This design comes from an exercise in tuning for small area on the open sky130 flow, not from production work. RTL that was checked went through simulation tests only; none was proved equivalent to the original. Function not checked in run 2: the RTL went through the layout flow alone. Power and IR drop assume default switching activity.

==> flow/design.v <==
package riscv_pkg;
   localparam int XLEN = 32;
   localparam int NREGS = 32;
   localparam int REG_ADDR_W = 5;
   localparam logic [REG_ADDR_W-1:0] ZERO_REG = 5'd0;
endpackage
module wb_mux #(
   parameter int XLEN = 32
) (
   input  logic [XLEN-1:0] read_data42,
   input  logic [XLEN-1:0] alu_out42,
   input  logic            memtoreg42,
   output logic [XLEN-1:0] wb_data
);
   always_comb wb_data = memtoreg42 ? read_data42 : alu_out42;
endmodule
module regfile_wb #(
   parameter int XLEN = 32,
   parameter int NREGS = 32
) (
   input  logic            clk,
   input  logic            rst,
   input  logic [XLEN-1:0] read_data42,
   input  logic [XLEN-1:0] alu_out42,
   input  logic            memtoreg42,
   input  logic            wr_en42,
   input  logic [4:0]      write_reg42,
   input  logic [4:0]      rs1_addr,
   input  logic [4:0]      rs2_addr,
   output logic [XLEN-1:0] rs1_data,
   output logic [XLEN-1:0] rs2_data,
   output logic [XLEN-1:0] wb_data,
   output logic [31:0]     wb_count
);
   logic [XLEN-1:0] regs_q [1:NREGS-1];
   logic [XLEN-1:0] regs_d [1:NREGS-1];
   logic [31:0]     wb_count_q, wb_count_d;
   logic            wr_hit;
   logic            commit;
   wb_mux #(.XLEN(XLEN)) u_wb_mux (
      .read_data42 (read_data42),
      .alu_out42   (alu_out42),
      .memtoreg42  (memtoreg42),
      .wb_data     (wb_data)
   );
   always_comb begin
      wr_hit = wr_en42 && (write_reg42 != riscv_pkg::ZERO_REG);
      commit = wr_hit && !rst;
      for (int i = 1; i < NREGS; i++)
         regs_d[i] = (commit && write_reg42 == 5'(i)) ? wb_data : regs_q[i];
      wb_count_d = commit ? wb_count_q + 32'd1 : wb_count_q;
   end
   always_ff @(posedge clk) begin
      if (rst) begin
         for (int i = 1; i < NREGS; i++) regs_q[i] <= '0;
         wb_count_q <= '0;
      end else begin
         for (int i = 1; i < NREGS; i++) regs_q[i] <= regs_d[i];
         wb_count_q <= wb_count_d;
      end
   end
   always_comb begin
      rs1_data = (rs1_addr == riscv_pkg::ZERO_REG) ? '0 : regs_q[rs1_addr];
      rs2_data = (rs2_addr == riscv_pkg::ZERO_REG) ? '0 : regs_q[rs2_addr];
   end
   assign wb_count = wb_count_q;
endmodule
==> flow/run.sh <==
#!/bin/bash
# synth_recipe.tcl (not shown) runs the flow's synth.tcl, then flattens the netlist and writes it again
# the make line also repeats each setting of config.mk as NAME=value (left out here)
make -C /OpenROAD-flow-scripts/flow DESIGN_CONFIG=/design/flow/config.mk WORK_HOME=/design/flow/orfs CLKGATE_MAP_FILE= SYNTH_SCRIPT=/design/flow/synth_recipe.tcl finish
==> flow/config.mk <==
export PLATFORM = sky130hd
export DESIGN_NAME = regfile_wb
export DESIGN_NICKNAME = regfile_wb
export VERILOG_FILES = /design/flow/design.v
export SDC_FILE = /design/flow/constraint.sdc
export NUM_CORES = 4
export LEC_CHECK = 0
export CAP_MARGIN = 20
export CORE_MARGIN = 2
export CORE_UTILIZATION = 40
export SETUP_SLACK_MARGIN = 0.5
export SLEW_MARGIN = 20
==> flow/constraint.sdc <==
create_clock -name core_clock -period 7.0 [get_ports {clk}]
set_input_delay 1.4000 -clock core_clock [delete_from_list [all_inputs] [get_ports {clk}]]
set_output_delay 1.4000 -clock core_clock [all_outputs]
set_load 0.01 [all_outputs]
==> results.toml, run 1 <==
[routing]
drc_errors = 0
ant_nets = 0
vias_per_cell = 7.051
vias = 51150
dr.first_iter.drc_count = 11130
routedWlPerCell_microns = 36.00
postRouteWirelength_mm = 261.2
dr.pass1.iters = 10

[placement]
place_inst = 7033
place_congestion = 1.009
dp_hpwl_mm = 160.7
port_buffers = 210

[critical_path]
crit_path_max_incr_delay_ns = 0.82
slowest_stage = "a2111oi_1"
cp_data_required_time_ns = 5.60
worstSetupStartpointType = "input pin"
critPathArrivalTime_ns = 5.19
critPathCaptureType = "output pin"
regToRegSetupSlack_ns = 4.69
crit_fanout = 10
crit_type = "input pin to output pin"
crit_chain = "clkdlybuf4s50_1, or2_1, nor2_4, a22oi_1, nand4_1, a2111oi_1, a21oi_1, clkdlybuf4s50_1"
critical_path.most_common_cell = "clkdlybuf4s50_1"

[sta]
fin_crit_sh = 0.9408
finalHoldViolCount = 0
skew_ns = 0.007648
rsz0062_at_grt = "true"
tightest_slew_ns = 1.250
max_freq_mhz = 151.8
relSlewSlack = 0.1644
slew_viol_final = 0
layout_min_cycle_time_ns = 6.586
setup_tns_ns = 0
final-setup-viol-count = 0

[finish]
syn_to_final_growth_pct = 18.13
nFillCells = 11100
fin_nets = 5713
stdcell_count = 7254
layout-drive-gt1-share = 0.1076

[yosys]
synth_top_flop_cell = "dfxtp_1"
synth.largest_area_cell = "dfxtp_1"
syn-num-nets = 5752
synth_area_sq_um = 47140
yosysWarnings = 36
synth-edff-count = 0
synth_top_area_share = 0.4349
synth_area_per_cell_sq_um = 8.317
ys_seq_elements = 1024
synthesis.instances = 5668
ys_async_sr_fraction = 0
synth_area_leaders = "dfxtp_1 (43%), a211oi_1 (16%), a22oi_1 (13%)"
synth_cell_type_count = 64
yosysSeqAreaShare = 0.4349

[clock_network]
clock-root-buffer = "clkbuf_16"
cts.sinks = 1024
htree_levels = 3
ctsHoldBuffers = 0
cts_tree = "built"
clk_pin_slew_ns = 0.06
cts_made_buffers = 113
clk_latency_ns = 0.74
cts.path.max_buffers = 3

[die]
core_area_sq_um = 116500
dieWidth_microns = 347.3
initial_core_util = 0.4046
dieArea_sq_um = 120600
fp.dieH_microns = 347.3
rows = 125
io_pins = 211

[worst_hold_path]
min_path_type = "flop to flop"

[global_route]
grt_pass1_vias = 46590
track_usage = 0.4140
overflow = 0
antenna_found_initial = 12
grt_start_max_net_pins = 212
grt_pass1_wl_mm = 361.0

[power]
ir_worst_vdd_mv = 0.2015
power.leakage_nw = 17.59
p_per_area_nw_per_um2 = 234.4

[job]
max_cap_violations = 0

[outcome]
status = "complete, no violations"
-- cells in the final DEF, fill, tap and decap left out, types with 77 or more instances in the layout --
| cell | n |
|---|---|
| a22oi_1 | 811 |
| buf_4 | 242 |
| clkdlybuf4s50_1 | 203 |
| a21oi_1 | 179 |
| nand4_1 | 111 |
| dfxtp_1 | 1024 |
| clkbuf_16 | 115 |
| nand2_1 | 239 |
| nor2_4 | 77 |
| nor2_1 | 1091 |
| a211oi_1 | 996 |
-- area by class of cell --
| type | instances | area, sq um | area share |
|---|---|---|---|
| sequential | 1024 | 20500 | 0.3681 |
| antenna | 7 | 17.52 | 0.0003146 |
| timing repair buffer | 487 | 4657 | 0.08363 |
| tap | 1524 | 1907 | 0.03424 |
| clock buffer | 159 | 3243 | 0.05824 |
| multi-input combinational | 3961 | 24680 | 0.4433 |
| clock inverter | 50 | 520.5 | 0.009347 |
| inverter | 42 | 157.7 | 0.002831 |
-- power by group --
group	switching, W	leakage (nW)	internal [W]
combinational	0.000722	7.49	0.000263
clock	0.00266	1.84	0.00349
sequential	0.0000468	8.25	0.00587
-- critical path: cells and delay by family --
family,cells,cell delay [ns]
AO/OA/AOI/OAI,3,1.41
buffers and inverters,2,1.30
AND/OR/NAND/NOR,3,1.05
-- sequential cells by signal, summed over array words and instances (netlist names) --
signal,flops
regs_q,992
wb_count_q,32
-- worst paths after layout --
check	startpoint	to	depth (start not counted)
max	rs1_addr[1]	rs1_data[6]	8
min	wb_count_q[16]	wb_count_q[16]	2
max reg2reg	wb_count_q[3]	wb_count_q[31]	6
min reg2reg	wb_count_q[16]	wb_count_q[16]	2
-- cells by family (layout without fill, tap and decap cells) --
family	Yosys count	count (layout)	share of synthesized area
buffers and inverters	683	738	0.05985
muxes	48	48	0.01025
DFF	1024	1024	0.4349
adders and majority gates	1	1	0.0002654
AOI/OAI and AO/OA	2098	2098	0.3270
xor gates and xnor gates	29	29	0.005388
and+or+nand+nor	1785	1785	0.1624
other	0	7	0
-- layer usage --
| metal | track usage | up-vias | share of wire |
|---|---|---|---|
| met5 | 0.006803 | - | 0.00088 |
| met4 | 0.2664 | 16 | 0.081 |
| met3 | 0.1428 | 1399 | 0.15 |
| met2 | 0.5840 | 4656 | 0.40 |
| met1 | 0.5343 | 23890 | 0.37 |
| li1 | - | 21190 | - |
-- cell usage after synthesis (4+ instances only) --
cell type and instances:
inv_1 42, nor2b_1 4, or2_2 5, or3_1 7, mux2i_1 46, nor2_2 27, a22o_1 9, nand3b_1 8
a222oi_1 37, buf_1 6, nor4_1 30, or3b_2 4, xnor2_1 9, xor2_1 20, buf_2 178, nor3_1 76
dfxtp_1 1024, and3_1 10, a211oi_1 996, and2_1 5, nor2_4 7, a221oi_1 4, a21oi_1 179, buf_4 8
a32oi_1 9, and4_1 6, a2111oi_0 6, nand3_1 72, nand2_1 241, a31oi_1 5, clkbuf_1 447, a22oi_1 811
o21ai_0 20, nand2b_1 18, nor2_1 1136, nand4_1 111
-- timing repair --
item,4_1_cts,5_1_grt
pin swaps,1,1
setup buffers,0,2
gates resized for setup,3,4
endpoints found under the setup margin,10,7
-- per-stage QoR --
stage               area, sq um  setup WS [ns]  power (W)  utilization  hold slack (ns)
floorplan                 47140          2.628   0.006484            -           0.4853
global placement          51760       -0.06792   0.006968       0.4442           0.4872
detailed placement        51790       0.007104   0.006969       0.4444           0.5046
CTS                       55550         0.5179    0.01298       0.4768           0.5130
global route              55670         0.4765    0.01327       0.4778           0.5304
finish                    55680         0.4145    0.01305       0.4779           0.5059
==> inputs of run 2 (changes only) <==
==> flow/design.v (replaced) <==
package riscv_pkg;
   localparam int XLEN = 32;
   localparam int NREGS = 32;
   localparam int REG_ADDR_W = 5;
   localparam logic [REG_ADDR_W-1:0] ZERO_REG = 5'd0;
endpackage
module wb_sel (
   input  logic a,
   input  logic b,
   input  logic s,
   input  logic s_n,
   output logic y
);
   assign y = (s & a) | (s_n & b);
endmodule
module wb_mux #(
   parameter int XLEN = 32
) (
   input  logic [XLEN-1:0] read_data42,
   input  logic [XLEN-1:0] alu_out42,
   input  logic            memtoreg42,
   output logic [XLEN-1:0] wb_data
);
   logic memtoreg42_n;
   assign memtoreg42_n = ~memtoreg42;
   for (genvar b = 0; b < XLEN; b++) begin : g_bit
      wb_sel u_sel (.a(read_data42[b]), .b(alu_out42[b]), .s(memtoreg42), .s_n(memtoreg42_n), .y(wb_data[b]));
   end
endmodule
module rf_hold (
   input  logic en,
   input  logic en_n,
   input  logic d,
   input  logic q,
   output logic y
);
   assign y = (en & d) | (en_n & q);
endmodule
module rd_aoi3 (
   input  logic [2:0] s,
   input  logic [2:0] q,
   output logic       y_n
);
   assign y_n = ~|(s & q);
endmodule
module rd_bit (
   input  logic [31:1] s,
   input  logic [31:1] q,
   output logic        y
);
   logic [9:0] t_n;
   for (genvar g = 0; g < 10; g++) begin : g_aoi
      rd_aoi3 u_aoi (.s(s[3*g+3:3*g+1]), .q(q[3*g+3:3*g+1]), .y_n(t_n[g]));
   end
   assign y = ~(&t_n) | (s[31] & q[31]);
endmodule
module regfile_wb #(
   parameter int XLEN = 32,
   parameter int NREGS = 32
) (
   input  logic            clk,
   input  logic            rst,
   input  logic [XLEN-1:0] read_data42,
   input  logic [XLEN-1:0] alu_out42,
   input  logic            memtoreg42,
   input  logic            wr_en42,
   input  logic [4:0]      write_reg42,
   input  logic [4:0]      rs1_addr,
   input  logic [4:0]      rs2_addr,
   output logic [XLEN-1:0] rs1_data,
   output logic [XLEN-1:0] rs2_data,
   output logic [XLEN-1:0] wb_data,
   output logic [31:0]     wb_count
);
   logic [XLEN-1:0] regs_q [1:NREGS-1];
   logic [XLEN-1:0] regs_d [1:NREGS-1];
   logic [NREGS-1:1] wsel, ld, hold, sel1, sel2;
   logic            commit;
   logic [32:0]     carry;
   logic [31:0]     wb_count_q;
   wb_mux #(.XLEN(XLEN)) u_wb_mux (
      .read_data42 (read_data42),
      .alu_out42   (alu_out42),
      .memtoreg42  (memtoreg42),
      .wb_data     (wb_data)
   );
   assign commit = wr_en42 && (write_reg42 != riscv_pkg::ZERO_REG) && !rst;
   always_comb begin
      for (int i = 1; i < NREGS; i++) begin
         wsel[i] = wr_en42 && (write_reg42 == 5'(i));
         ld[i]   = wsel[i] && !rst;
         hold[i] = !wsel[i] && !rst;
         sel1[i] = (rs1_addr == 5'(i));
         sel2[i] = (rs2_addr == 5'(i));
      end
   end
   for (genvar i = 1; i < NREGS; i++) begin : g_ent
      for (genvar b = 0; b < XLEN; b++) begin : g_bit
         rf_hold u_hold (
            .en(ld[i]), .en_n(hold[i]), .d(wb_data[b]), .q(regs_q[i][b]), .y(regs_d[i][b])
         );
      end
   end
   always_ff @(posedge clk) begin
      for (int i = 1; i < NREGS; i++) regs_q[i] <= regs_d[i];
   end
   always_comb begin
      carry[0] = commit;
      for (int b = 0; b < 32; b++) carry[b+1] = carry[b] & wb_count_q[b];
   end
   always_ff @(posedge clk)
      wb_count_q <= (wb_count_q ^ carry[31:0]) & {32{~rst}};
   for (genvar b = 0; b < XLEN; b++) begin : g_rd
      logic [NREGS-1:1] col;
      for (genvar i = 1; i < NREGS; i++) begin : g_col
         assign col[i] = regs_q[i][b];
      end
      rd_bit u_rd1 (.s(sel1), .q(col), .y(rs1_data[b]));
      rd_bit u_rd2 (.s(sel2), .q(col), .y(rs2_data[b]));
   end
   assign wb_count = wb_count_q;
endmodule
--- a/flow/config.mk
+++ b/flow/config.mk
@@ -7,6 +7,9 @@
 export LEC_CHECK = 0
 export CAP_MARGIN = 20
 export CORE_MARGIN = 2
-export CORE_UTILIZATION = 40
-export SETUP_SLACK_MARGIN = 0.5
+export CORE_UTILIZATION = 60
+export CTS_BUF_LIST = sky130_fd_sc_hd__clkbuf_8
+export SETUP_SLACK_MARGIN = 0.2
 export SLEW_MARGIN = 20
+export SYNTH_HIERARCHICAL = 1
+export SYNTH_MINIMUM_KEEP_SIZE = 0
==> run 2 against run 1 <==
  * Largest cell class is now sequential cells
  * Core utilization rose by 28 points
  * Largest power group is now registers
  * Highest routed layer unchanged
  * Global-route usage rose by 14 points
  * Critical path type unchanged
  * First-iteration DRC count grew 10%
==> results.toml, run 2 <==
[yosys]
yosysWarnings = 10
ys_seq_elements = 1024
synth_top_flop_cell = "dfxtp_1"
synth.largest_area_cell = "dfxtp_1"
synth-edff-count = 0
synth_area_sq_um = 39380
ys_async_sr_fraction = 0
synth_area_per_cell_sq_um = 12.23
syn-num-nets = 3334
netlist_top_cells_count = "a22o_1 (1,024), dfxtp_1 (1,024), a222oi_1 (640)"
synth_cell_type_count = 35
synthesis.instances = 3220
yosysSeqAreaShare = 0.5205
synth_top_area_share = 0.5205
synth_area_leaders = "dfxtp_1 (52%), a22o_1 (23%), a222oi_1 (16%)"

[placement]
port_buffers = 210
dp_hpwl_mm = 112.0
place_congestion = 0.9885
dp_slack_ns = -0.6297

[clock_network]
cts.sinks = 1024
clk_pin_slew_ns = 0.05
clk_latency_ns = 0.85
htree_levels = 4
ctsHoldBuffers = 0
cts_tree = "built"
clock-root-buffer = "clkbuf_8"
cts.path.max_buffers = 3
cts_made_buffers = 161

[routing]
ant_nets = 0
postRouteWirelength_mm = 194.8
routedWlPerCell_microns = 41.03
vias = 42960
dr.first_iter.drc_count = 12250
drc_errors = 0
vias_per_cell = 9.051
dr.pass1.iters = 20

[sta]
slew_viol_final = 0
finalHoldViolCount = 0
postLayoutSetupSlackWorst_ns = 0.04325
rsz0062_at_grt = "false"
relSlewSlack = 0.1820
tightest_slew_ns = 1.220
layout_min_cycle_time_ns = 6.957
final-setup-viol-count = 0
skew_ns = 0.01069
fin_crit_sh = 0.9938
hold_ws_ns = 0.4974
max_freq_mhz = 143.7

[global_route]
track_usage = 0.5533
antenna_found_initial = 14
grt_start_max_net_pins = 46
grt_pass1_vias = 41520
grt_pass1_wl_mm = 276.5
overflow = 0

[power]
power_w = 0.01193
p_per_area_nw_per_um2 = 244.9
ir_worst_vdd_mv = 0.2110
power.leakage_nw = 18.28

[finish]
nFillCells = 4315
fin_nets = 3874
regArea_sq_um = 20500
syn_to_final_growth_pct = 23.70
top_register = "regs_q"
reg.largest.list = "regs_q: 992 flops, wb_count_q: 32 flops"
multi_input_area_sq_um = 19960
final_cell_mix = "a22o_1 (1,024), dfxtp_1 (1,024), a222oi_1 (640)"
largest_reg_flops = 992
layout-drive-gt1-share = 0.1534

[critical_path]
critPathArrivalTime_ns = 5.56
crit_type = "input pin to output pin"
crit_fanout = 12
worstSetupStartpointType = "input pin"
critPathCaptureType = "output pin"
cp_data_required_time_ns = 5.60

[die]
fp.dieH_microns = 260.2
core_area_sq_um = 64700
dieArea_sq_um = 67710
dieWidth_microns = 260.2
rows = 93
io_pins = 211
initial_core_util = 0.6087

[outcome]
status = "complete, no violations"

[job]
max_cap_violations = 0

[worst_hold_path]
min_path_type = "flop to flop"
[run 2: cell types whose count changed in the layout (fill, tap and decap cells not counted), moves of 69 or more]
cell,delta
a211oi_1,-996
a21oi_1,-179
a222oi_1,+603
a22o_1,+1015
a22oi_1,-811
buf_4,-75
clkbuf_16,-115
clkbuf_8,+184
nand2_1,-170
nand3_1,-69
nor2_1,-1089
[run 2: cells by family after synthesis]
family,count (synthesis),share of synthesized area
fa+ha+maj,31,0.009848
xor+xnor,1,0.0002224
buf+inv,29,0.003336
compound gates,1760,0.4129
flops,1024,0.5205
simple gates,375,0.05321
[run 2: power breakdown]
group	switching, W	internal (W)
clock network	0.00250	0.00267
logic	0.000650	0.000203
registers	0.0000346	0.00587
total	0.00319	0.00874
[run 2: repair_timing]
action / in CTS / in global routing
buffers inserted: 0 / 0
gates resized for setup: 0 / 6
setup endpoints to repair: 0 / 2
[run 2: cell type report]
cell class | instances | area share
Sequential cell | 1024 | 0.4208
Multi-Input combinational cell | 2167 | 0.4098
Timing Repair Buffer | 404 | 0.08020
Clock buffer | 204 | 0.05763
Tap cell | 855 | 0.02196
Clock inverter | 85 | 0.009194
Antenna cell | 6 | 0.0003082
Inverter | 2 | 0.0001541
[run 2: Yosys stat by module, one instance, submodules excluded, a selection]
module	copies in the design	area, sq um	cells inside
rd_bit	64	27.53	4
rf_hold	992	8.758	1
regfile_wb	1	22240	1299
wb_sel	32	8.758	1
rd_aoi3	640	10.01	1
[run 2: per-layer routing]
| layer | part of all wire | global-route usage | vias up |
|---|---|---|---|
| li1 | - | - | 16160 |
| met1 | 0.32 | 0.6370 | 20200 |
| met2 | 0.38 | 0.7474 | 4962 |
| met3 | 0.20 | 0.3251 | 1620 |
| met4 | 0.10 | 0.4171 | 24 |
| met5 | 0.0012 | 0.006410 | - |
[run 2: per-stage QoR]
| step | utilization | cell area, sq um | cells | setup TNS [ns] |
|---|---|---|---|---|
| after detailed placement | 0.7015 | 45380 | 4450 | -2.152 |
| final | 0.7530 | 48720 | 4747 | 0 |
| after global placement | 0.6998 | 45270 | 4446 | -1.824 |
| after CTS | 0.7518 | 48640 | 4739 | 0 |
| after floorplan | - | 39790 | 3220 | 0 |
| after global routing | 0.7529 | 48710 | 4743 | 0 |
[run 2: path summary, 6_finish.rpt]
check,slack [ns],startpoint,cells after the start,end
max,0.04,rs2_addr[1],7,rs2_data[13]
min,0.50,regs_q[14][30],1,regs_q[14][30]
max reg2reg,1.41,wb_count_q[0],33,wb_count_q[31]
min reg2reg,0.50,regs_q[14][30],1,regs_q[14][30]
[run 2: worst max-delay path, cell delays in order]
cell             delay (ns)
clkdlybuf4s50_1        0.76
nand2b_1               0.45
nor2_2                 0.27
a222oi_1               0.95
nand4_1                0.61
a2111o_1               0.58
clkdlybuf4s50_1        0.52
==> inputs of run 3 (changes only) <==
--- a/flow/design.v
+++ b/flow/design.v
@@ -35,6 +35,13 @@
    output logic y
 );
    assign y = (en & d) | (en_n & q);
+endmodule
+module dec_nor (
+   input  logic a_n,
+   input  logic b_n,
+   output logic y
+);
+   assign y = ~(a_n | b_n);
 endmodule
 module rd_aoi3 (
    input  logic [2:0] s,
@@ -74,7 +81,9 @@
 );
    logic [XLEN-1:0] regs_q [1:NREGS-1];
    logic [XLEN-1:0] regs_d [1:NREGS-1];
-   logic [NREGS-1:1] wsel, ld, hold, sel1, sel2;
+   logic [NREGS-1:1] ld, hold, sel1, sel2;
+   logic [3:0]      wlo_n, r1lo_n, r2lo_n;
+   logic [7:0]      whi_n, r1hi_n, r2hi_n;
    logic            commit;
    logic [32:0]     carry;
    logic [31:0]     wb_count_q;
@@ -84,15 +93,23 @@
       .memtoreg42  (memtoreg42),
       .wb_data     (wb_data)
    );
-   assign commit = wr_en42 && (write_reg42 != riscv_pkg::ZERO_REG) && !rst;
    always_comb begin
-      for (int i = 1; i < NREGS; i++) begin
-         wsel[i] = wr_en42 && (write_reg42 == 5'(i));
-         ld[i]   = wsel[i] && !rst;
-         hold[i] = !wsel[i] && !rst;
-         sel1[i] = (rs1_addr == 5'(i));
-         sel2[i] = (rs2_addr == 5'(i));
+      for (int j = 0; j < 4; j++) begin
+         wlo_n[j]  = !(write_reg42[1:0] == 2'(j));
+         r1lo_n[j] = !(rs1_addr[1:0] == 2'(j));
+         r2lo_n[j] = !(rs2_addr[1:0] == 2'(j));
       end
+      for (int k = 0; k < 8; k++) begin
+         whi_n[k]  = !(wr_en42 && !rst && write_reg42[4:2] == 3'(k));
+         r1hi_n[k] = !(rs1_addr[4:2] == 3'(k));
+         r2hi_n[k] = !(rs2_addr[4:2] == 3'(k));
+      end
+   end
+   for (genvar i = 1; i < NREGS; i++) begin : g_dec
+      dec_nor u_ld   (.a_n(wlo_n[i % 4]),  .b_n(whi_n[i / 4]),  .y(ld[i]));
+      dec_nor u_hold (.a_n(ld[i]),         .b_n(rst),           .y(hold[i]));
+      dec_nor u_sel1 (.a_n(r1lo_n[i % 4]), .b_n(r1hi_n[i / 4]), .y(sel1[i]));
+      dec_nor u_sel2 (.a_n(r2lo_n[i % 4]), .b_n(r2hi_n[i / 4]), .y(sel2[i]));
    end
    for (genvar i = 1; i < NREGS; i++) begin : g_ent
       for (genvar b = 0; b < XLEN; b++) begin : g_bit
@@ -104,6 +121,7 @@
    always_ff @(posedge clk) begin
       for (int i = 1; i < NREGS; i++) regs_q[i] <= regs_d[i];
    end
+   assign commit = wr_en42 && (write_reg42 != riscv_pkg::ZERO_REG) && !rst;
    always_comb begin
       carry[0] = commit;
       for (int b = 0; b < 32; b++) carry[b+1] = carry[b] & wb_count_q[b];
==> flow/flow/run.sh (new file) <==
#!/bin/bash
# Standard ORFS layout with two changes: small port buffers, and a clock
# tree with its own leaf clustering and no dummy loads. Each tool's output
# is kept in the ORFS logs under orfs/logs; make's own output goes to
# flow_make.log.
set -euo pipefail
export BUFFER_PORTS_ARGS="-buffer_cell sky130_fd_sc_hd__buf_1"
export CTS_ARGS="-sink_clustering_enable -repair_clock_nets -dont_use_dummy_load -buf_list sky130_fd_sc_hd__clkbuf_8 -sink_clustering_size 14 -sink_clustering_max_diameter 40"
bash standard.sh > flow_make.log 2>&1
==> flow/standard.sh (new file) <==
#!/bin/bash
# synth_recipe.tcl (not shown) runs the flow's synth.tcl, then flattens the netlist and writes it again
# the make line also repeats each setting of config.mk as NAME=value (left out here)
make -C /OpenROAD-flow-scripts/flow DESIGN_CONFIG=/design/flow/config.mk WORK_HOME=/design/flow/orfs CLKGATE_MAP_FILE= SYNTH_SCRIPT=/design/flow/synth_recipe.tcl "${@:-finish}"
--- a/flow/config.mk
+++ b/flow/config.mk
@@ -7,8 +7,7 @@
 export LEC_CHECK = 0
 export CAP_MARGIN = 20
 export CORE_MARGIN = 2
-export CORE_UTILIZATION = 60
-export CTS_BUF_LIST = sky130_fd_sc_hd__clkbuf_8
+export CORE_UTILIZATION = 45
 export SETUP_SLACK_MARGIN = 0.2
 export SLEW_MARGIN = 20
 export SYNTH_HIERARCHICAL = 1
removed: flow/run.sh
==> run 3 against run 2 <==
  * Worst setup slack improved by 0.52 ns
  * First-iteration DRC count fell by 18%
  * Power is 11% lower
  * Cell area shrank 6.0%
  * Synthesized cell count decreased by 1.2%
  * Non-clock buffer count is 26 lower
  * Maximum frequency rose by 8.1%
  * Via count down 5.2%
  * Critical path type is now input pin to flop
  * Largest cell class unchanged
==> results.toml, run 3 <==
[routing]
postRouteWirelength_mm = 202.1
dr.pass1.iters = 13
vias = 40730
dr.first_iter.drc_count = 10010
vias_per_cell = 8.396
ant_nets = 0
routedWlPerCell_microns = 41.67
drc_errors = 0

[yosys]
syn-num-nets = 3296
synth_area_per_cell_sq_um = 12.25
synth-edff-count = 0
netlist_top_cells_count = "a22o_1 (1,024), dfxtp_1 (1,024), a222oi_1 (640)"
synthesis.instances = 3182
ys_seq_elements = 1024
yosysWarnings = 10
synth_area_sq_um = 38980
synth.largest_area_cell = "dfxtp_1"
yosysSeqAreaShare = 0.5258
synth_top_flop_cell = "dfxtp_1"
synth_cell_type_count = 21
synth_top_area_share = 0.5258
synth_area_leaders = "dfxtp_1 (53%), a22o_1 (23%), a222oi_1 (16%)"
ys_async_sr_fraction = 0

[finish]
reg.largest.list = "regs_q: 992 flops, wb_count_q: 32 flops"
syn_to_final_growth_pct = 17.49
nFillCells = 7339
final_core_util = 0.5354
multi_input_area_sq_um = 19460
layout-drive-gt1-share = 0.1279
fin_nets = 3814
layout_commonest_cell = "dfxtp_1"
regArea_sq_um = 20500
top_register = "regs_q"
largest_reg_flops = 992
final_cell_mix = "dfxtp_1 (1,024), a22o_1 (1,021), a222oi_1 (640)"

[placement]
dp_hpwl_mm = 123.1
place_congestion = 0.9573
port_buffers = 210

[sta]
relSlewSlack = 0.1121
slew_viol_final = 0
tightest_slew_ns = 1.329
finalHoldViolCount = 0
final-setup-viol-count = 0
max_freq_mhz = 155.3
rsz0062_at_grt = "false"
fin_crit_sh = 0.9197
layout_min_cycle_time_ns = 6.438
skew_ns = 0.03883

[critical_path]
crit_fanout = 2
crit_family = "adder cells"
crit_path_max_incr_delay_ns = 0.19
cp-startpoint = "write_reg42[3]"
crit_type = "input pin to flop"
critPathCaptureType = "flop"
worstSetupStartpointType = "input pin"
slowest_stage = "ha_2"
critPathArrivalTime_ns = 7.10
ff2ff_path_depth = 33
cp_data_required_time_ns = 7.66
critical_path.most_common_cell = "ha_2"
r2r-end = "wb_count_q[31]"
regToRegSetupSlack_ns = 1.24
cp.buffers_inverters = 1
r2r_start = "wb_count_q[0]"

[power]
comb_power_share = 0.074
p_seq_frac = 0.558
internal_power_w = 0.007797
switching_power_w = 0.002782
power_w = 0.01058
power.leakage_nw = 16.70
power.clock.fraction = 0.368
ir_worst_vdd_mv = 0.1775
p_per_area_nw_per_um2 = 231.0
swShare = 0.2630

[die]
fp.dieH_microns = 298.3
dieArea_sq_um = 89000
dieWidth_microns = 298.3
core_area_sq_um = 85550
rows = 107
io_pins = 211
initial_core_util = 0.4557

[clock_network]
cts.sinks = 1024
clk_pin_slew_ns = 0.06
cts_resized = 0
cts.path.max_buffers = 3
clock-root-buffer = "clkbuf_8"
ctsHoldBuffers = 0
clk_latency_ns = 0.80
post-cts-setup-buffers = 0
cts_tree = "built"
cts_made_buffers = 141
htree_levels = 4

[worst_hold_path]
holdPathStages = 1
min_to = "regs_q[11][7]"
min_from = "regs_q[11][7]"
min_path_type = "flop to flop"

[global_route]
antenna_found_initial = 25
grt_start_max_net_pins = 40
grt_pass1_vias = 39080
grt_pass1_wl_mm = 281.7
overflow = 0
track_usage = 0.4310

[outcome]
status = "complete, no violations"

[job]
max_cap_violations = 0
==> run 3: cell count changes after synthesis, moves of 5 or more <==
cell | previous run | this run
or3b_2 | 5 | 0
a21oi_1 | 28 | 1
buf_2 | 12 | 3
nor4_1 | 5 | 0
nor3_1 | 36 | 1
nand2b_1 | 12 | 7
clkbuf_1 | 14 | 0
nor2_1 | 51 | 129
nor2b_1 | 37 | 32
==> run 3: routing by layer <==
| metal | global-route usage | up-vias | part of all wire |
|---|---|---|---|
| met3 | 0.1770 | 963 | 0.17 |
| met5 | 0.002646 | - | 0.00074 |
| met4 | 0.2958 | 26 | 0.077 |
| met1 | 0.5306 | 19860 | 0.35 |
| met2 | 0.6125 | 4085 | 0.41 |
| li1 | - | 15790 | - |
==> run 3: area by class of cell <==
type,instances,share of cell area
sequential,1024,0.4476
inverter,1,0.00008195
multi-input combinational,2154,0.4249
antenna,9,0.0004917
timing repair buffer,378,0.05332
clock buffer,141,0.04237
tap,1144,0.03125
==> run 3: worst max path at each step <==
| stage | slack, ns | endpoint | depth (start not counted) |
|---|---|---|---|
| finish | 0.56 | wb_count_q[31] | 36 |
| global route | 0.31 | wb_count_q[31] | 36 |
| CTS | 0.54 | wb_count_q[31] | 36 |
| detailed placement | -0.29 | wb_count_q[31] | 36 |
| global placement | -0.24 | wb_count_q[31] | 36 |
| floorplan | 0.20 | wb_count_q[30] | 34 |
==> run 3: kinds of logic after synthesis <==
family | synth area share
flops | 0.5258
simple gates | 0.05052
compound gates | 0.4130
fa+ha+maj | 0.009949
xor+xnor | 0.0002247
buf+inv | 0.0004812
==> run 3: power by group through the flow <==
| stage | Clock, W | Combinational (W) | Sequential (W) |
|---|---|---|---|
| after floorplan | 0 | 0.000287 | 0.00602 |
| after global placement | 0 | 0.000695 | 0.00602 |
| after detailed placement | 0 | 0.000722 | 0.00603 |
| after CTS | 0.00390 | 0.000724 | 0.00590 |
| after global routing | 0.00414 | 0.000774 | 0.00590 |
| final | 0.00389 | 0.000784 | 0.00590 |
==> run 3: Yosys stat by module, one instance, submodules excluded, a selection <==
module	cells	copies in the design	cell area, sq um	flops+latches
rf_hold	1	992	8.758	0
regfile_wb	1137	1	21380	1024
rd_aoi3	1	640	10.01	0
wb_sel	1	32	8.758	0
rd_bit	4	64	27.53	0
dec_nor	1	124	3.754	0
==> run 3: stage by stage <==
stage / area, sq um / hold slack [ns] / cells / worst slack [ns] / TNS, ns
after floorplan: 39110 / 0.4599 / 3182 / 0.2011 / 0
after global placement: 43340 / 0.4721 / 4679 / -0.2441 / -0.4911
after detailed placement: 43610 / 0.4749 / 4691 / -0.2902 / -0.6823
after CTS: 45550 / 0.4959 / 4832 / 0.5399 / 0
after global routing: 45790 / 0.5103 / 4844 / 0.3107 / 0
final: 45800 / 0.4976 / 4851 / 0.5620 / 0
==> inputs of run 4 (changes only) <==
--- a/flow/design.v
+++ b/flow/design.v
@@ -43,6 +43,18 @@
 );
    assign y = ~(a_n | b_n);
 endmodule
+module cnt_bit (
+   input  logic q,
+   input  logic c,
+   input  logic inc,
+   input  logic hold,
+   output logic d,
+   output logic c_out
+);
+   logic s;
+   assign {c_out, s} = q + c;
+   assign d = (inc & s) | (hold & q);
+endmodule
 module rd_aoi3 (
    input  logic [2:0] s,
    input  logic [2:0] q,
@@ -84,9 +96,10 @@
    logic [NREGS-1:1] ld, hold, sel1, sel2;
    logic [3:0]      wlo_n, r1lo_n, r2lo_n;
    logic [7:0]      whi_n, r1hi_n, r2hi_n;
-   logic            commit;
+   logic            commit, cnt_inc, cnt_hold;
    logic [32:0]     carry;
-   logic [31:0]     wb_count_q;
+   logic [31:0]     carry_in;
+   logic [31:0]     wb_count_q, wb_count_d;
    wb_mux #(.XLEN(XLEN)) u_wb_mux (
       .read_data42 (read_data42),
       .alu_out42   (alu_out42),
@@ -121,13 +134,22 @@
    always_ff @(posedge clk) begin
       for (int i = 1; i < NREGS; i++) regs_q[i] <= regs_d[i];
    end
-   assign commit = wr_en42 && (write_reg42 != riscv_pkg::ZERO_REG) && !rst;
-   always_comb begin
-      carry[0] = commit;
-      for (int b = 0; b < 32; b++) carry[b+1] = carry[b] & wb_count_q[b];
+   assign commit = wr_en42 && (write_reg42 != riscv_pkg::ZERO_REG);
+   assign cnt_inc  = commit && !rst;
+   assign cnt_hold = !commit && !rst;
+   for (genvar b = 0; b < 32; b++) begin : g_cnt
+      if (b == 0)
+         assign carry_in[b] = 1'b1;
+      else if (b % 8 == 0)
+         assign carry_in[b] = &wb_count_q[b-1:0];
+      else
+         assign carry_in[b] = carry[b];
+      cnt_bit u_bit (
+         .q(wb_count_q[b]), .c(carry_in[b]), .inc(cnt_inc), .hold(cnt_hold),
+         .d(wb_count_d[b]), .c_out(carry[b+1])
+      );
    end
-   always_ff @(posedge clk)
-      wb_count_q <= (wb_count_q ^ carry[31:0]) & {32{~rst}};
+   always_ff @(posedge clk) wb_count_q <= wb_count_d;
    for (genvar b = 0; b < XLEN; b++) begin : g_rd
       logic [NREGS-1:1] col;
       for (genvar i = 1; i < NREGS; i++) begin : g_col
==> flow/flow/run.sh (replaced) <==
#!/bin/bash
# Standard ORFS layout with two changes: small port buffers, and a clock
# tree with its own leaf clustering and no dummy loads. Each tool's output
# is kept in the ORFS logs under orfs/logs; make's own output goes to
# flow_make.log.
set -euo pipefail
export BUFFER_PORTS_ARGS="-buffer_cell sky130_fd_sc_hd__buf_1"
export CTS_ARGS="-sink_clustering_enable -repair_clock_nets -dont_use_dummy_load -buf_list sky130_fd_sc_hd__clkbuf_16 -sink_clustering_size 28 -sink_clustering_max_diameter 60"
bash standard.sh > flow_make.log 2>&1
==> run 4 against run 3 <==
  * Cell area down 0.16%
  * Hold slack worse by 0.00069 ns
  * Combinational power about the same
  * Sequential share of layout area up 0.070 points
  * Maximum frequency up 6.0%
  * Highest routed layer unchanged
  * Synthesized cell count up 0.38%
  * Power up 0.72%
  * Global-route usage down 0.95 points
==> results.toml, run 4 <==
[clock_network]
cts_resized = 0
clk_pin_slew_ns = 0.06
htree_levels = 3
clk_latency_ns = 0.64
post-cts-setup-buffers = 0
ctsHoldBuffers = 0
cts.path.max_buffers = 3
cts_tree = "built"
cts_made_buffers = 76
cts.sinks = 1024
clock-root-buffer = "clkbuf_16"

[power]
ir_worst_vdd_mv = 0.1595
p_per_area_nw_per_um2 = 233.0
power.leakage_nw = 16.71

[die]
rows = 108
dieWidth_microns = 298.9
core_area_sq_um = 86480
dieArea_sq_um = 89330
io_pins = 211
fp.dieH_microns = 298.9
initial_core_util = 0.4524

[yosys]
ys_async_sr_fraction = 0
synth_area_per_cell_sq_um = 12.25
synth.largest_area_cell = "dfxtp_1"
ys_seq_elements = 1024
synth.most_common_cell = "a22o_1"
syn-num-nets = 3309
synthesis.instances = 3194
netlist_top_cells_count = "a22o_1 (1,056), dfxtp_1 (1,024), a222oi_1 (640)"
synth_top_flop_cell = "dfxtp_1"
synth_top_area_share = 0.5239
synth_area_sq_um = 39130
synth_cell_type_count = 22
synth_area_leaders = "dfxtp_1 (52%), a22o_1 (24%), a222oi_1 (16%)"
yosysSeqAreaShare = 0.5239
yosysWarnings = 10
synth-edff-count = 0

[finish]
layout-drive-gt1-share = 0.1037
final_cell_mix = "a22o_1 (1,047), dfxtp_1 (1,024), a222oi_1 (640)"
largest_reg_flops = 992
reg.largest.list = "regs_q: 992 flops, wb_count_q: 32 flops"
multi_input_area_sq_um = 19530
regArea_sq_um = 20500
nFillCells = 7476
fin_nets = 3753
layout_commonest_cell = "a22o_1"
top_register = "regs_q"
syn_to_final_growth_pct = 16.88
final_core_util = 0.5288

[critical_path]
r2r_start = "wb_count_q[0]"
crit_fanout = 32
crit_chain = "buf_1, nand2b_1, nor2_4, a222oi_1, nand4_1, a2111o_1, buf_1"
regToRegSetupSlack_ns = 4.13
cp_data_required_time_ns = 5.60
slowest_stage = "nand2b_1"
r2r-end = "wb_count_q[31]"
critPathArrivalTime_ns = 4.67
crit_type = "input pin to output pin"
worstSetupStartpointType = "input pin"
crit_path_max_incr_delay_ns = 0.74
critical_path.most_common_cell = "buf_1"
ff2ff_path_depth = 12
critPathCaptureType = "output pin"

[worst_hold_path]
min_from = "regs_q[11][7]"
holdPathStages = 1
min_path_type = "flop to flop"
min_to = "regs_q[11][7]"

[placement]
port_buffers = 210
place_congestion = 0.9318
dp_slack_ns = 1.298
dp_hpwl_mm = 119.2

[global_route]
grt_pass1_vias = 39330
grt_pass1_wl_mm = 278.4
antenna_found_initial = 21
grt_start_max_net_pins = 34
track_usage = 0.4215
overflow = 0

[sta]
tightest_slew_ns = 1.253
fin_crit_sh = 0.8676
max_freq_mhz = 164.7
relSlewSlack = 0.1637
layout_min_cycle_time_ns = 6.073
final-setup-viol-count = 0
postLayoutSetupSlackWorst_ns = 0.9271
rsz0062_at_grt = "false"
skew_ns = 0.02242
finalHoldViolCount = 0
slew_viol_final = 0
setup_tns_ns = 0

[job]
max_cap_violations = 0

[routing]
drc_errors = 0
vias_per_cell = 8.460
ant_nets = 0
routedWlPerCell_microns = 41.42
postRouteWirelength_mm = 198.9
vias = 40620
dr.first_iter.drc_count = 10390
dr.pass1.iters = 13

[outcome]
status = "complete, no violations"
## run 4: cell types whose count changed after synthesis, sizes merged, moves of 2 or more
cell   change
a22o      +32
nor2b     -30
nand2      +4
nand4      +4
buf        -3
nor2       +3
and3b      -2
## run 4: metal layers
layer / vias up / track usage / routed length (microns)
met2: 4101 / 0.6075 / 81330
li1: 15770 / - / -
met3: 919 / 0.1810 / 33650
met5: - / 0.02593 / 545
met4: 30 / 0.2445 / 13550
met1: 19800 / 0.5215 / 69770
## run 4: layout make-up
type,count,area share
diodes,10,0.0005472
clock buffers,76,0.04159
inverters,2,0.0001642
multi-input cells,2168,0.4271
flip-flops and latches,1024,0.4483
well taps,1155,0.03160
repair buffers,366,0.05072
## run 4: critical path, delay by kind of cell
kind	cells	cell delay [ns]
buffers and inverters	2	0.29
AND/OR/NAND/NOR	3	1.83
AO/OA/AOI/OAI	2	1.10
## run 4: metrics by stage
step / cells / area [sq um] / power [W] / hold slack [ns]
final: 4801 / 45730 / 0.01066 / 0.4969
after global routing: 4794 / 45720 / 0.01086 / 0.5110
after CTS: 4780 / 45420 / 0.01059 / 0.4949
after detailed placement: 4704 / 43520 / 0.006748 / 0.4762
after global placement: 4696 / 43300 / 0.006722 / 0.4724
after floorplan: 3194 / 39130 / 0.006309 / 0.4599
## run 4: worst max-delay path by stage
stage                         endpoint         from  slack, ns  depth (start not counted)
after floorplan            rs1_data[0]  rs1_addr[4]       2.13                          5
after global placement     rs1_data[9]  rs1_addr[1]       1.31                          7
after detailed placement  rs1_data[18]  rs1_addr[1]       1.30                          7
after CTS                 rs1_data[18]  rs1_addr[1]       1.30                          7
after global routing       rs1_data[9]  rs1_addr[1]       1.04                          7
final                      rs1_data[9]  rs1_addr[1]       0.93                          7
## run 4: logic make-up after synthesis
group           after synthesis  synth area share
compound gates             1762            0.4188
fa+ha+maj                    32           0.01023
buf+inv                       2         0.0001919
flops                      1024            0.5239
other cells                   1        0.00009584
simple gates                373           0.04681
## run 4: Yosys stat by module, one instance, submodules excluded, excerpt
module	cell area, sq um	cells inside	times used	flops+latches
regfile_wb	20840	1085	1	1024
wb_sel	8.758	1	32	0
cnt_bit	21.27	2	32	0
rd_aoi3	10.01	1	640	0
dec_nor	3.754	1	124	0
rf_hold	8.758	1	992	0
rd_bit	27.53	4	64	0
## run 4: power by group
group / switching (W) / internal [W] / leakage [nW] / total, W
sequential: 0.0000341 / 0.00586 / 8.25 / 0.00590
clock: 0.00205 / 0.00192 / 0.937 / 0.00397
combinational: 0.000637 / 0.000148 / 7.52 / 0.000785
total: 0.00272 / 0.00793 / 16.7 / 0.0107
==> inputs of run 5 (changes only) <==
==> flow/flow/run.sh (replaced) <==
#!/bin/bash
# Standard ORFS layout with two changes: small port buffers, and a clock
# tree with its own leaf clustering and no dummy loads. Each tool's output
# is kept in the ORFS logs under orfs/logs; make's own output goes to
# flow_make.log.
set -euo pipefail
export BUFFER_PORTS_ARGS="-buffer_cell sky130_fd_sc_hd__buf_1"
export CTS_ARGS="-sink_clustering_enable -repair_clock_nets -dont_use_dummy_load -buf_list sky130_fd_sc_hd__clkbuf_8 -sink_clustering_size 18 -sink_clustering_max_diameter 50"
bash standard.sh > flow_make.log 2>&1
--- a/flow/config.mk
+++ b/flow/config.mk
@@ -5,10 +5,10 @@
 export SDC_FILE = /design/flow/constraint.sdc
 export NUM_CORES = 4
 export LEC_CHECK = 0
-export CAP_MARGIN = 20
+export CAP_MARGIN = 5
 export CORE_MARGIN = 2
 export CORE_UTILIZATION = 45
 export SETUP_SLACK_MARGIN = 0.2
-export SLEW_MARGIN = 20
+export SLEW_MARGIN = 5
 export SYNTH_HIERARCHICAL = 1
 export SYNTH_MINIMUM_KEEP_SIZE = 0
==> run 5 against run 4 <==
  * Global-route usage is 0.12 points lower
  * Clock skew fell by 0.0021 ns
  * Clock power decreased by 14%
  * Via count is essentially flat
  * Critical path type unchanged
  * Sequential share of layout area is 0.88 points higher
  * Cell count grew 0.37%
  * Critical path depth unchanged
  * Largest cell class unchanged
==> results.toml, run 5 <==
[outcome]
status = "complete, no violations"

[routing]
routedWlPerCell_microns = 41.21
dr.pass1.iters = 13
dr.first_iter.drc_count = 10280
vias_per_cell = 8.423
postRouteWirelength_mm = 198.6
vias = 40590
drc_errors = 0
ant_nets = 0

[finish]
stdcell_count = 4819
finish.instance_area_sq_um = 44850
nFillCells = 7629
layout-drive-gt1-share = 0.1074
top_register = "regs_q"
final_cell_mix = "a22o_1 (1,047), dfxtp_1 (1,024), a222oi_1 (640)"
layout_commonest_cell = "a22o_1"
fin_nets = 3768
syn_to_final_growth_pct = 14.63
largest_reg_flops = 992
final_core_util = 0.5186
reg.largest.list = "regs_q: 992 flops, wb_count_q: 32 flops"

[yosys]
synth_area_sq_um = 39130
synth_top_flop_cell = "dfxtp_1"
synthesis.instances = 3194
ys_async_sr_fraction = 0
yosysWarnings = 10
synth-edff-count = 0
ys_seq_elements = 1024
synth.largest_area_cell = "dfxtp_1"
netlist_top_cells_count = "a22o_1 (1,056), dfxtp_1 (1,024), a222oi_1 (640)"
synth_cell_type_count = 22
synth_area_per_cell_sq_um = 12.25
synth.most_common_cell = "a22o_1"
synth_top_area_share = 0.5239
yosysSeqAreaShare = 0.5239
syn-num-nets = 3309
synth_area_leaders = "dfxtp_1 (52%), a22o_1 (24%), a222oi_1 (16%)"

[placement]
place_congestion = 0.9318
place_inst = 4696
port_buffers = 210
dp_hpwl_mm = 118.0
dpl_cell_area_sq_um = 43300

[global_route]
grt_start_max_net_pins = 34
grt_pass1_vias = 39170
grt_pass1_wl_mm = 277.1
overflow = 0
track_usage = 0.4203
antenna_found_initial = 28

[worst_hold_path]
holdPathStages = 1
min_path_type = "flop to flop"

[critical_path]
critPathCaptureType = "output pin"
worstSetupStartpointType = "input pin"
cp_data_required_time_ns = 5.60
crit_type = "input pin to output pin"
critPathArrivalTime_ns = 4.51
crit_fanout = 32
ff2ff_path_depth = 12

[clock_network]
ctsHoldBuffers = 0
clock-root-buffer = "clkbuf_8"
clk_pin_slew_ns = 0.07
cts.sinks = 1024
htree_levels = 3
cts_tree = "built"
cts.path.max_buffers = 3
cts_resized = 0
clk_latency_ns = 0.75
cts_made_buffers = 110
post-cts-setup-buffers = 0

[sta]
relSlewSlack = 0.05159
finalHoldViolCount = 0
layout_min_cycle_time_ns = 5.914
slew_viol_final = 0
fin_crit_sh = 0.8449
setup_tns_ns = 0
final-setup-viol-count = 0
tightest_slew_ns = 1.419
rsz0062_at_grt = "false"
max_freq_mhz = 169.1
skew_ns = 0.02036

[die]
dieArea_sq_um = 89330
core_area_sq_um = 86480
dieWidth_microns = 298.9
fp.dieH_microns = 298.9
rows = 108
initial_core_util = 0.4524
io_pins = 211

[job]
max_cap_violations = 0

[power]
power.leakage_nw = 16.35
p_per_area_nw_per_um2 = 224.3
ir_worst_vdd_mv = 0.1438
-- run 5: area by class of cell --
cell class	count	area, sq um	area share
inverter	2	7.507	0.0001674
clock buffer	110	1514	0.03375
timing repair buffer	347	1819	0.04056
tap	1155	1445	0.03222
sequential	1024	20500	0.4571
antenna	13	32.53	0.0007253
multi-input combinational	2168	19530	0.4355
-- run 5: critical path, stage by stage --
cell and delay [ns]:
buf_1 0.13, nand2b_1 0.73, nor2_4 0.42, a222oi_1 0.50, nand4_1 0.58, a2111o_1 0.56
buf_1 0.15
-- run 5: final timing paths --
path,to,slack [ns],from
worst max-delay path,rs1_data[18],1.09,rs1_addr[1]
worst min-delay path,regs_q[17][13],0.50,regs_q[17][13]
worst max register to register,wb_count_q[31],4.17,wb_count_q[0]
worst min register to register,regs_q[17][13],0.50,regs_q[17][13]
-- run 5: logic make-up after synthesis --
kind of cell,Yosys count,share of synthesized area
flip-flops,1024,0.5239
AO/OA/AOI/OAI,1762,0.4188
other,1,0.00009584
AND/OR/NAND/NOR,373,0.04681
adder cells (fa/ha/maj),32,0.01023
buffers and inverters,2,0.0001919
-- run 5: routing by layer --
layer / vias up / part of all wire / track usage
met5: - / 0.0035 / 0.02434
met3: 975 / 0.17 / 0.1925
li1: 15790 / - / -
met4: 40 / 0.069 / 0.2388
met1: 19720 / 0.35 / 0.5107
met2: 4066 / 0.41 / 0.6101
-- run 5: report_power, final --
part	total, W	internal [W]	switching (W)
registers	0.00590	0.00586	0.0000342
clock network	0.00341	0.00139	0.00202
logic	0.000757	0.000127	0.000631
-- run 5: through the flow --
| step | worst slack [ns] | total power [W] | hold WS [ns] |
|---|---|---|---|
| after floorplan | 2.131 | 0.006309 | 0.4599 |
| after global placement | 1.310 | 0.006722 | 0.4724 |
| after detailed placement | 1.302 | 0.006737 | 0.4766 |
| after CTS | 1.297 | 0.01002 | 0.4967 |
| after global routing | 1.014 | 0.01028 | 0.5084 |
| final | 1.086 | 0.01006 | 0.5008 |
-- run 5: per-module statistics from Yosys (local to each module, per instance), a selection --
| module | times used | cells inside | cell area [sq um] | flip-flops and latches |
|---|---|---|---|---|
| cnt_bit | 32 | 2 | 21.27 | 0 |
| dec_nor | 124 | 1 | 3.754 | 0 |
| rd_aoi3 | 640 | 1 | 10.01 | 0 |
| rd_bit | 64 | 4 | 27.53 | 0 |
| regfile_wb | 1 | 1085 | 20840 | 1024 |
| rf_hold | 992 | 1 | 8.758 | 0 |
| wb_sel | 32 | 1 | 8.758 | 0 |
==> inputs of run 6 (changes only) <==
==> flow/flow/run.sh (replaced) <==
#!/bin/bash
# Standard ORFS layout with two changes: small port buffers, and a clock
# tree with its own leaf clustering and no dummy loads. Each tool's output
# is kept in the ORFS logs under orfs/logs; make's own output goes to
# flow_make.log.
set -euo pipefail
export BUFFER_PORTS_ARGS="-buffer_cell sky130_fd_sc_hd__buf_1"
export CTS_ARGS="-sink_clustering_enable -repair_clock_nets -dont_use_dummy_load -buf_list sky130_fd_sc_hd__clkbuf_16 -sink_clustering_size 30 -sink_clustering_max_diameter 90"
bash standard.sh > flow_make.log 2>&1
--- a/flow/config.mk
+++ b/flow/config.mk
@@ -8,6 +8,7 @@
 export CAP_MARGIN = 5
 export CORE_MARGIN = 2
 export CORE_UTILIZATION = 45
+export GPL_TIMING_DRIVEN = 0
 export SETUP_SLACK_MARGIN = 0.2
 export SLEW_MARGIN = 5
 export SYNTH_HIERARCHICAL = 1
==> run 6 against run 5 <==
  * First-iteration DRC count is 2.8% lower
  * Power is 3.6% lower
  * Clock-buffer cell count is 68 lower
  * Largest cell class unchanged
  * Sequential share of layout area is 1.8 points lower
  * Highest routed layer unchanged
  * Combinational power is 12% higher
  * Critical path type unchanged
  * Synthesized cell count stayed put
  * Clock skew is 0.0026 ns higher
==> results.toml, run 6 <==
[clock_network]
cts_resized = 0
clock-root-buffer = "clkbuf_16"
cts.path.max_buffers = 3
cts.sinks = 1024
clk_latency_ns = 0.63
clk_pin_slew_ns = 0.10
htree_levels = 2
post-cts-setup-buffers = 0
ctsHoldBuffers = 0
cts_made_buffers = 42
cts_tree = "built"

[routing]
dr.pass1.iters = 14
vias = 40310
routedWlPerCell_microns = 42.05
ant_nets = 0
drc_errors = 0
dr.first_iter.drc_count = 9990
postRouteWirelength_mm = 199.6
vias_per_cell = 8.491

[die]
initial_core_util = 0.4524
fp.dieH_microns = 298.9
core_area_sq_um = 86480
rows = 108
io_pins = 211
dieArea_sq_um = 89330
dieWidth_microns = 298.9

[yosys]
ys_seq_elements = 1024
synth-edff-count = 0
ys_async_sr_fraction = 0
synthesis.instances = 3194
synth_top_flop_cell = "dfxtp_1"
synth.largest_area_cell = "dfxtp_1"
synth_area_per_cell_sq_um = 12.25
synth_area_sq_um = 39130
yosysWarnings = 10
synth_top_area_share = 0.5239
synth_cell_type_count = 22
netlist_top_cells_count = "a22o_1 (1,056), dfxtp_1 (1,024), a222oi_1 (640)"
syn-num-nets = 3309
synth_area_leaders = "dfxtp_1 (52%), a22o_1 (24%), a222oi_1 (16%)"
yosysSeqAreaShare = 0.5239
synth.most_common_cell = "a22o_1"

[sta]
rsz0062_at_grt = "false"
final-setup-viol-count = 0
fin_crit_sh = 0.9008
tightest_slew_ns = 1.063
finalHoldViolCount = 0
max_freq_mhz = 158.6
postLayoutSetupSlackWorst_ns = 0.6941
relSlewSlack = 0.2906
skew_ns = 0.02293
slew_viol_final = 0
layout_min_cycle_time_ns = 6.306

[power]
ir_worst_vdd_mv = 0.2488
power.leakage_nw = 16.75
p_per_area_nw_per_um2 = 207.9

[placement]
dp_slack_ns = 1.133
dpl_cell_area_sq_um = 45570
port_buffers = 210
dp_hpwl_mm = 129.4
place_congestion = 0.9286

[critical_path]
crit_family = "simple AND/OR/NAND/NOR gates"
critPathArrivalTime_ns = 4.91
critical_path.most_common_cell = "buf_1"
cp_data_required_time_ns = 5.60
cp.buffers_inverters = 3
crit_fanout = 18
slowest_stage = "nand2b_1"
crit_path_max_incr_delay_ns = 0.84
crit_chain = "buf_1, nand2b_1, nor2_4, buf_12, a222oi_1, nand4_1, a2111o_1, buf_1"
critPathCaptureType = "output pin"
worstSetupStartpointType = "input pin"
crit_type = "input pin to output pin"

[outcome]
status = "complete, no violations"

[global_route]
grt_pass1_vias = 39570
track_usage = 0.4245
grt_pass1_wl_mm = 280.3
antenna_found_initial = 18
overflow = 0
grt_start_max_net_pins = 33

[finish]
syn_to_final_growth_pct = 19.19
layout-drive-gt1-share = 0.09707
reg.largest.list = "regs_q: 992 flops, wb_count_q: 32 flops"
fin_nets = 3702
top_register = "regs_q"
largest_reg_flops = 992
final_cell_mix = "a22o_1 (1,024), dfxtp_1 (1,024), a222oi_1 (640)"
finish.instance_area_sq_um = 46640

[worst_hold_path]
min_path_type = "flop to flop"

[job]
max_cap_violations = 0
-- run 6: cell counts after synthesis --
No cell type changed its count.
-- run 6: cell type report --
type / instances / area [sq um]
repair buffers: 349 / 4000
fillers: 7271 / 39840
diodes: 8 / 20.02
multi-input cells: 2168 / 19620
clock buffers: 42 / 1051
inverters: 2 / 7.507
flip-flops and latches: 1024 / 20500
well taps: 1155 / 1445
-- run 6: power breakdown --
group / internal (W) / switching, W
logic: 0.000199 / 0.000648
clock network: 0.00109 / 0.00186
registers: 0.00586 / 0.0000342
total: 0.00715 / 0.00254
-- run 6: metal layers --
| metal | wire length (microns) | track usage | up-vias | part of all wire |
|---|---|---|---|---|
| met5 | 206 | 0 | - | 0.0010 |
| met4 | 16950 | 0.3101 | 20 | 0.085 |
| met3 | 33220 | 0.1780 | 883 | 0.17 |
| met2 | 79830 | 0.5916 | 3936 | 0.40 |
| met1 | 69430 | 0.5226 | 19800 | 0.35 |
| li1 | - | - | 15680 | - |
-- run 6: cell families (layout without fill, tap and decap cells) --
kind of cell / Yosys count / in the layout / synth area share
buf+inv: 2 / 393 / 0.0001919
flops: 1024 / 1024 / 0.5239
simple gates: 373 / 373 / 0.04681
compound gates: 1762 / 1762 / 0.4188
other cells: 1 / 9 / 0.00009584
fa+ha+maj: 32 / 32 / 0.01023
-- run 6: Yosys stat by module, one instance, submodules excluded, a selection --
module | flip-flops and latches | cells | cell area, sq um | times used
regfile_wb | 1024 | 1085 | 20840 | 1
cnt_bit | 0 | 2 | 21.27 | 32
wb_sel | 0 | 1 | 8.758 | 32
rd_aoi3 | 0 | 1 | 10.01 | 640
rf_hold | 0 | 1 | 8.758 | 992
rd_bit | 0 | 4 | 27.53 | 64
dec_nor | 0 | 1 | 3.754 | 124
-- run 6: worst register-to-register path, stage by stage, from the launching register on --
cell     delay, ns
dfxtp_1       0.42
nand4_1       0.21
nor4_2        0.45
and2_1        0.19
ha_1          0.16
ha_1          0.15
ha_1          0.19
ha_1          0.17
ha_1          0.16
ha_1          0.15
ha_1          0.15
ha_1          0.22
a22o_1        0.18
-- run 6: worst paths after layout --
path | from | to | slack (ns) | cells past startpoint
max | rs1_addr[1] | rs1_data[17] | 0.69 | 8
min | regs_q[14][27] | regs_q[14][27] | 0.50 | 1
max reg2reg | wb_count_q[2] | wb_count_q[31] | 4.11 | 12
min reg2reg | regs_q[14][27] | regs_q[14][27] | 0.50 | 1
-- run 6: metrics by stage --
stage | hold slack [ns] | cells | power [W] | setup TNS (ns) | utilization
after floorplan | 0.4599 | 3194 | 0.006309 | 0 | -
after global placement | 0.4721 | 4559 | 0.006636 | -1744.00 | 0.4783
after detailed placement | 0.4773 | 4698 | 0.006825 | 0 | 0.5269
after CTS | 0.5064 | 4740 | 0.009636 | 0 | 0.5390
after global routing | 0.5232 | 4743 | 0.009892 | 0 | 0.5391
final | 0.5048 | 4748 | 0.009696 | 0 | 0.5393
==> inputs of run 7 (changes only) <==
--- a/flow/config.mk
+++ b/flow/config.mk
@@ -8,7 +8,6 @@
 export CAP_MARGIN = 5
 export CORE_MARGIN = 2
 export CORE_UTILIZATION = 45
-export GPL_TIMING_DRIVEN = 0
 export SETUP_SLACK_MARGIN = 0.2
 export SLEW_MARGIN = 5
 export SYNTH_HIERARCHICAL = 1
==> run 7 against run 6 <==
  * Largest cell class unchanged
  * Hold slack lost 0.0075 ns
  * First-iteration DRC count grew 1.8%
  * Clock power grew 1%
  * Flip-flop and latch count is the same
  * Power shrank 0.52%
  * Critical path depth is the same
  * Cell count is essentially flat
  * Critical endpoint is now rs2_data[28]
  * Global-route usage shrank 0.88 points
  * Worst setup slack gained 0.34 ns
  * Die area is the same
==> results.toml, run 7 <==
[die]
initial_core_util = 0.4524
rows = 108
io_pins = 211
core_area_sq_um = 86480
fp.dieH_microns = 298.9
dieArea_sq_um = 89330
dieWidth_microns = 298.9

[clock_network]
cts.sinks = 1024
cts_made_buffers = 43
htree_levels = 2
cts.path.max_buffers = 3
post-cts-setup-buffers = 0
ctsHoldBuffers = 0
clk_latency_ns = 0.65
cts_tree = "built"
clk_pin_slew_ns = 0.08
clock-root-buffer = "clkbuf_16"
cts_resized = 0

[finish]
top_register = "regs_q"
nFillCells = 7620
layout_commonest_cell = "a22o_1"
finish.instance_area_sq_um = 44400
final_cell_mix = "a22o_1 (1,047), dfxtp_1 (1,024), a222oi_1 (640)"
largest_reg_flops = 992
fin_nets = 3701
layout-drive-gt1-share = 0.09068
stdcell_count = 4747
syn_to_final_growth_pct = 13.47
reg.largest.list = "regs_q: 992 flops, wb_count_q: 32 flops"

[sta]
postLayoutSetupSlackWorst_ns = 1.037
rsz0062_at_grt = "false"
finalHoldViolCount = 0
hold_ws_ns = 0.4973
slew_viol_final = 0
final-setup-viol-count = 0
fin_crit_sh = 0.8518
max_freq_mhz = 167.7
setup_tns_ns = 0
layout_min_cycle_time_ns = 5.963
relSlewSlack = 0.06700
skew_ns = 0.02479
tightest_slew_ns = 1.396

[critical_path]
crit_family = "simple AND/OR/NAND/NOR gates"
crit_path_max_incr_delay_ns = 0.70
crit_chain = "buf_1, nand2b_1, nor2_4, buf_4, a222oi_1, nand4_1, a2111o_1, buf_1"
critPathCaptureType = "output pin"
critical_path.most_common_cell = "buf_1"
slowest_stage = "nand2b_1"
crit_fanout = 19
cp_data_required_time_ns = 5.60
worstSetupStartpointType = "input pin"
critPathArrivalTime_ns = 4.56
cp.buffers_inverters = 3
crit_type = "input pin to output pin"

[power]
ir_worst_vdd_mv = 0.1829
p_per_area_nw_per_um2 = 217.2
power.leakage_nw = 16.09

[yosys]
synth_top_flop_cell = "dfxtp_1"
synth_area_sq_um = 39130
synth_area_per_cell_sq_um = 12.25
synth_top_area_share = 0.5239
synth_area_leaders = "dfxtp_1 (52%), a22o_1 (24%), a222oi_1 (16%)"
ys_seq_elements = 1024
syn-num-nets = 3309
ys_async_sr_fraction = 0
synth_cell_type_count = 22
yosysWarnings = 10
synth.largest_area_cell = "dfxtp_1"
synth-edff-count = 0
synthesis.instances = 3194
yosysSeqAreaShare = 0.5239
synth.most_common_cell = "a22o_1"
netlist_top_cells_count = "a22o_1 (1,056), dfxtp_1 (1,024), a222oi_1 (640)"

[placement]
port_buffers = 210
place_congestion = 0.9318
dpl_cell_area_sq_um = 43300
dp_slack_ns = 1.302
dp_hpwl_mm = 118.0
place_inst = 4696

[global_route]
grt_pass1_wl_mm = 274.6
track_usage = 0.4158
grt_start_max_net_pins = 34
grt_pass1_vias = 38560
antenna_found_initial = 24
overflow = 0

[outcome]
status = "complete, no violations"

[routing]
dr.pass1.iters = 14
ant_nets = 0
drc_errors = 0
postRouteWirelength_mm = 197.2
vias = 40230
vias_per_cell = 8.475
dr.first_iter.drc_count = 10170
routedWlPerCell_microns = 41.55

[job]
max_cap_violations = 0

[worst_hold_path]
min_path_type = "flop to flop"
## run 7: cell counts after synthesis
No cell type changed its count.
## run 7: area by class of cell
class	count	area, sq um	area share
flip-flops and latches	1024	20500	0.4617
multi-input cells	2168	19530	0.4399
repair buffers	347	1819	0.04097
well taps	1155	1445	0.03255
clock buffers	43	1076	0.02423
diodes	8	20.02	0.0004509
inverters	2	7.507	0.0001691
## run 7: power breakdown
group	total (W)	internal, W	switching (W)	leakage (nW)
combinational	0.000756	0.000127	0.000630	7.30
clock	0.00299	0.00111	0.00188	0.530
sequential	0.00590	0.00586	0.0000340	8.25
total	0.00965	0.00710	0.00254	16.1
## run 7: cells by family after synthesis
group | after synthesis | share of synthesized area
and+or+nand+nor | 373 | 0.04681
DFF | 1024 | 0.5239
adders and majority gates | 32 | 0.01023
buffers and inverters | 2 | 0.0001919
other | 1 | 0.00009584
AOI/OAI and AO/OA | 1762 | 0.4188
## run 7: final timing paths
| path | startpoint | to | slack, ns | depth (start not counted) |
|---|---|---|---|---|
| max | rs2_addr[0] | rs2_data[28] | 1.04 | 8 |
| min | regs_q[20][0] | regs_q[20][0] | 0.50 | 1 |
| max reg2reg | wb_count_q[1] | wb_count_q[31] | 4.16 | 12 |
| min reg2reg | regs_q[20][0] | regs_q[20][0] | 0.50 | 1 |
## run 7: Yosys stat by module (local to each module, per instance), excerpt
module / area (sq um) / times used / cells inside / flops+latches
dec_nor: 3.754 / 124 / 1 / 0
wb_sel: 8.758 / 32 / 1 / 0
rf_hold: 8.758 / 992 / 1 / 0
rd_bit: 27.53 / 64 / 4 / 0
rd_aoi3: 10.01 / 640 / 1 / 0
cnt_bit: 21.27 / 32 / 2 / 0
regfile_wb: 20840 / 1 / 1085 / 1024
## run 7: layer usage
layer	wire, microns	global-route usage	up-vias
li1	-	-	15660
met1	68620	0.5117	19670
met2	80850	0.6028	3975
met3	34210	0.1828	897
met4	13110	0.2358	38
met5	437	0.01534	-
## run 7: stage by stage
step           total power, W    util
2_1_floorplan        0.006309       -
3_3_place_gp         0.006722  0.5006
3_5_place_dp         0.006737  0.5006
4_1_cts              0.009581  0.5131
5_1_grt              0.009816  0.5132
6_report             0.009646  0.5134

[separate check: timing with driven ports]
No port has a modelled driver above. Below, the same layouts with a new extraction and two added sets of constraints. Step 1 sets driving cells, clkbuf_16 on the clock port and buf_2 on the other inputs (assumed; they add their load-dependent delay and slew). Step 2 adds t to the input delays and takes it off the output delays; t is the mean of the earliest and latest rising clock arrival at the registers after step 1. Input paths then give back, and output paths get back, about the clock's delay inside the block. Slacks: no drivers / after step 1 / after step 2; pairs: no drivers / after step 1.
run	shift t [ns]	slack for setup (ns)	clock arrival spread, ns	worst register clock-pin slew, ns
run 1	0.815	0.414 / 0.267 / 0.267	0.037 / 0.037	0.07 / 0.07
run 2	0.921	0.043 / 0.016 / -0.530	0.033 / 0.033	0.07 / 0.07
run 3	0.836	0.562 / 0.603 / -0.233	0.132 / 0.132	0.09 / 0.09
run 4	0.693	0.927 / 0.825 / 0.825	0.085 / 0.085	0.10 / 0.10
run 5	0.828	1.086 / 0.926 / 0.926	0.112 / 0.112	0.11 / 0.11
run 6	0.689	0.694 / 0.534 / 0.534	0.063 / 0.064	0.12 / 0.12
run 7	0.699	1.037 / 0.861 / 0.861	0.055 / 0.055	0.12 / 0.12
Met with ideal ports but missed after step 2: setup timing in run 2 and run 3. The setup slack of run 3, which loses most, moves by +0.041 ns with the drivers and by -0.795 ns with both steps.
